Source: an optimization exercise on an open RTL-to-GDS flow (aim: a short achievable clock period and few clock cycles per item). Production flows keep margins and buffers that such runs may drop.
In this exercise RTL edits were held to simulation tests only and were not proved equivalent to the original.

## try-tundra
==> module lkvc_rsp_reg, before the edit <==
module lkvc_rsp_reg
(
    input  logic        clk,
    input  logic        rst_n,
    input  logic        push,
    input  logic        in_hit,
    input  logic        in_ev,
    input  logic        in_get,
    input  logic [31:0] in_data,
    input  logic        take,
    output logic        out_valid,
    output logic        hit,
    output logic [31:0] read_value,
    output logic        evicted,
    output logic [31:0] evicted_key
);
    localparam int D = lkvc_pkg::RSPQ_DEPTH;
    logic [34:0]  q_mem [D];
    logic [D-1:0] rp;
    logic [D-1:0] wp;
    logic [D-1:0] qth;       
    logic         load_head;
    logic         from_q;
    logic [34:0]  q_head;
    logic [34:0]  src;
    logic [D-1:0] qth_ld;
    logic [D-1:0] qth_hold;
    logic [D-1:0] wp_ld;
    logic [D-1:0] wp_hold;
    logic         head_empty;    
    logic [34:0]  hold;          
    logic         hold_hit_n;
    logic         hold_ev_n;
    assign load_head = head_empty || take;
    assign from_q    = qth[0];
    always_comb
    begin
        q_head = '0;
        for (int i = 0; i < D; i++)
        begin
            q_head = q_head | (q_mem[i] & {35{rp[i]}});
        end
    end
    assign src = from_q ? q_head : {in_hit, in_ev, in_get, in_data};
    assign qth_ld   = (from_q && !push) ? {1'b0, qth[D-1:1]} : qth;
    assign qth_hold = push ? {qth[D-2:0], 1'b1} : qth;
    assign wp_ld    = (from_q && push) ? {wp[D-2:0], wp[D-1]} : wp;
    assign wp_hold  = push ? {wp[D-2:0], wp[D-1]} : wp;
    always_ff @(posedge clk)
    begin
        for (int i = 0; i < D; i++)
        begin
            if (push && wp[i])
            begin
                q_mem[i] <= {in_hit, in_ev, in_get, in_data};
            end
        end
    end
    always_ff @(posedge clk or negedge rst_n)
    begin
        if (!rst_n)
        begin
            rp         <= D'(1);
            wp         <= D'(1);
            qth        <= '0;
            out_valid  <= 1'b0;
            head_empty <= 1'b1;
        end
        else
        begin
            if (load_head)
            begin
                rp        <= from_q ? {rp[D-2:0], rp[D-1]} : rp;
                wp        <= wp_ld;
                qth       <= qth_ld;
                out_valid  <= from_q || push;
                head_empty <= !(from_q || push);
            end
            else
            begin
                wp        <= wp_hold;
                qth       <= qth_hold;
            end
        end
    end
    always_ff @(posedge clk)
    begin
        if (load_head)
        begin
            hold       <= src;
            hold_hit_n <= !src[34];
            hold_ev_n  <= !src[33];
        end
    end
    always_ff @(posedge clk)
    begin
        if (load_head)
        begin
            hit         <= src[34];
            evicted     <= src[33];
            read_value  <= src[32] ? src[31:0] : 32'd0;
            evicted_key <= src[32] ? 32'd0 : src[31:0];
        end
        else
        begin
            hit         <= !hold_hit_n;
            evicted     <= !hold_ev_n;
            read_value  <= hold[32] ? hold[31:0] : 32'd0;
            evicted_key <= hold[32] ? 32'd0 : hold[31:0];
        end
    end
endmodule
==> module lru_key_value_cache_top, before the edit <==
module lru_key_value_cache_top
#(
    parameter int ENTRIES = lkvc_pkg::ENTRIES_DEF
)
(
    input  logic               clk,
    input  logic               rst_n,
    input  logic               cfg_valid,
    output logic               cfg_ready,
    input  logic [4:0]         cfg_data,
    input  logic               in_valid,
    output logic               in_ready,
    input  logic               req_type,
    input  logic signed [31:0] key,
    input  logic signed [31:0] value,
    output logic               out_valid,
    input  logic               out_ready,
    output logic               hit,
    output logic signed [31:0] read_value,
    output logic               evicted,
    output logic signed [31:0] evicted_key
);
    localparam int MAXOUT = lkvc_pkg::RSPQ_DEPTH + 1;
    logic              in_xfer;
    logic              out_xfer;
    logic [MAXOUT-1:0] oth;          
    logic [MAXOUT-1:0] oth_up;
    logic [MAXOUT-1:0] oth_dn;
    logic              in_ready_q;
    logic          a_valid;
    logic          a_type;
    logic [31:0]   a_key;
    logic [31:0]   a_val;
    logic          r_valid;
    logic          res_hit;
    logic          res_ev;
    logic          res_get;
    logic [31:0]   res_data;
    logic [31:0]   rv_u;
    logic [31:0]   ek_u;
    assign cfg_ready = 1'b1;
    assign in_ready  = in_ready_q;
    assign in_xfer   = in_valid && in_ready_q;
    assign out_xfer  = out_valid && out_ready;
    assign oth_up = {oth[MAXOUT-2:0], 1'b1};
    assign oth_dn = {1'b0, oth[MAXOUT-1:1]};
    always_ff @(posedge clk or negedge rst_n)
    begin
        if (!rst_n)
        begin
            oth <= '0;
        end
        else
        begin
            if (in_xfer && !out_xfer)
            begin
                oth <= oth_up;
            end
            else if (out_xfer && !in_xfer)
            begin
                oth <= oth_dn;
            end
        end
    end
    always_ff @(posedge clk)
    begin
        if (in_xfer)
        begin
            in_ready_q <= out_xfer ? !oth[MAXOUT-1] : !oth[MAXOUT-2];
        end
        else
        begin
            in_ready_q <= out_xfer || !oth[MAXOUT-1];
        end
    end
    lkvc_req_reg u_req_reg (
        .clk      (clk),
        .rst_n    (rst_n),
        .load     (in_xfer),
        .req_type (req_type),
        .key      (key),
        .value    (value),
        .a_valid  (a_valid),
        .a_type   (a_type),
        .a_key    (a_key),
        .a_val    (a_val)
    );
    lkvc_store u_store (
        .clk      (clk),
        .rst_n    (rst_n),
        .cfg_we   (cfg_valid && cfg_ready),
        .cfg_data (cfg_data),
        .a_valid  (a_valid),
        .a_type   (a_type),
        .a_key    (a_key),
        .a_val    (a_val),
        .in_key   (key),
        .r_valid  (r_valid),
        .res_hit  (res_hit),
        .res_ev   (res_ev),
        .res_get  (res_get),
        .res_data (res_data)
    );
    lkvc_rsp_reg u_rsp_reg (
        .clk         (clk),
        .rst_n       (rst_n),
        .push        (r_valid),
        .in_hit      (res_hit),
        .in_ev       (res_ev),
        .in_get      (res_get),
        .in_data     (res_data),
        .take        (out_ready),
        .out_valid   (out_valid),
        .hit         (hit),
        .read_value  (rv_u),
        .evicted     (evicted),
        .evicted_key (ek_u)
    );
    assign read_value  = rv_u;
    assign evicted_key = ek_u;
endmodule
clock: 8.0 ns
lec_check: 0
abc_clock_period_in_ps: 2000
cap_margin: 20
core_margin: 2
core_utilization: 55
cts_cluster_diameter: 80
cts_cluster_size: 25
slew_margin: 20
standard.sh (not shown) runs the stock make flow with config.mk's settings and CLKGATE_MAP_FILE= SYNTH_SCRIPT=/design/flow/synth_recipe.tcl, a recipe that flattens the netlist after the stock synthesis.
==> flow/flow/run.sh <==
#!/bin/bash
set -euo pipefail
bash standard.sh SETUP_SLACK_MARGIN=5.6 finish > standard_make.log 2>&1
Per the final summary, try-tundra finished and its layout is clean on timing, DRC and antenna.
Testbench counts of try-tundra, summed over its fixed seeds: cycles 12,032, items 12,000.
### try-tundra -> try-juniper
--- a/flow/design.v
+++ b/flow/design.v
@@ -46,10 +46,11 @@
     input  logic        in_ev,
     input  logic        in_get,
     input  logic [31:0] in_data,
     input  logic        take,
     output logic        out_valid,
+    output logic        valid_int,      
     output logic        hit,
     output logic [31:0] read_value,
     output logic        evicted,
     output logic [31:0] evicted_key
 );
@@ -69,10 +70,11 @@
     logic         head_empty;    
     logic [34:0]  hold;          
     logic         hold_hit_n;
     logic         hold_ev_n;
     assign load_head = head_empty || take;
+    assign valid_int = !head_empty;
     assign from_q    = qth[0];
     always_comb
     begin
         q_head = '0;
         for (int i = 0; i < D; i++)
@@ -105,17 +107,17 @@
             out_valid  <= 1'b0;
             head_empty <= 1'b1;
         end
         else
         begin
+            out_valid  <= !load_head || from_q || push;
+            head_empty <= load_head && !(from_q || push);
             if (load_head)
             begin
                 rp        <= from_q ? {rp[D-2:0], rp[D-1]} : rp;
                 wp        <= wp_ld;
                 qth       <= qth_ld;
-                out_valid  <= from_q || push;
-                head_empty <= !(from_q || push);
             end
             else
             begin
                 wp        <= wp_hold;
                 qth       <= qth_hold;
@@ -429,10 +431,11 @@
     logic              out_xfer;
     logic [MAXOUT-1:0] oth;          
     logic [MAXOUT-1:0] oth_up;
     logic [MAXOUT-1:0] oth_dn;
     logic              in_ready_q;
+    logic              out_valid_int;
     logic          a_valid;
     logic          a_type;
     logic [31:0]   a_key;
     logic [31:0]   a_val;
     logic          r_valid;
@@ -443,11 +446,11 @@
     logic [31:0]   rv_u;
     logic [31:0]   ek_u;
     assign cfg_ready = 1'b1;
     assign in_ready  = in_ready_q;
     assign in_xfer   = in_valid && in_ready_q;
-    assign out_xfer  = out_valid && out_ready;
+    assign out_xfer  = out_valid_int && out_ready;
     assign oth_up = {oth[MAXOUT-2:0], 1'b1};
     assign oth_dn = {1'b0, oth[MAXOUT-1:1]};
     always_ff @(posedge clk or negedge rst_n)
     begin
         if (!rst_n)
@@ -513,10 +516,11 @@
         .in_ev       (res_ev),
         .in_get      (res_get),
         .in_data     (res_data),
         .take        (out_ready),
         .out_valid   (out_valid),
+        .valid_int   (out_valid_int),
         .hit         (hit),
         .read_value  (rv_u),
         .evicted     (evicted),
         .evicted_key (ek_u)
     );
==> notes.md <==
Compared with try-tundra, try-juniper supports a higher clock frequency.
There was hardly any difference in proportion of cell area occupied by multi-input gates between try-tundra and try-juniper.
Setup slack: try-juniper more than try-tundra
Cell count after synthesis was lower in try-juniper than in try-tundra.
Netlist area before placement: try-juniper vs try-tundra — no meaningful difference
try-tundra → try-juniper: critical path arrival shrank by 0.03 ns; wire length of the first global-routing pass grew by 1800 um; pin count of the biggest net entering global routing grew by about 15%.
Testbench counts of try-juniper, summed over its fixed seeds: cycles 12,032, items 12,000.

[separate check: timing with driven ports]
In the flow no input, the clock included, has a driving cell. The finished layouts below were timed again as built, in two steps. Step 1 assumes that a clkbuf_16 drives the clock port and a buf_2 every other input. Step 2 also shifts input and output timing later by t, the mid clock arrival at the registers, as if the neighbouring blocks saw the same clock. Slacks: ideal / step 1 / step 2; pairs: ideal / step 1.
run | t (ns) | setup slack, ns | latest minus earliest clock arrival (ns)
try-tundra | 0.812 | 5.154 / 5.074 / 4.785 | 0.047 / 0.046
try-juniper | 0.802 | 5.183 / 5.107 / 4.753 | 0.052 / 0.052
After both steps setup and hold are still met in every run listed. The setup slack of try-juniper, which loses most, moves by -0.076 ns with the drivers and by -0.430 ns with both steps.
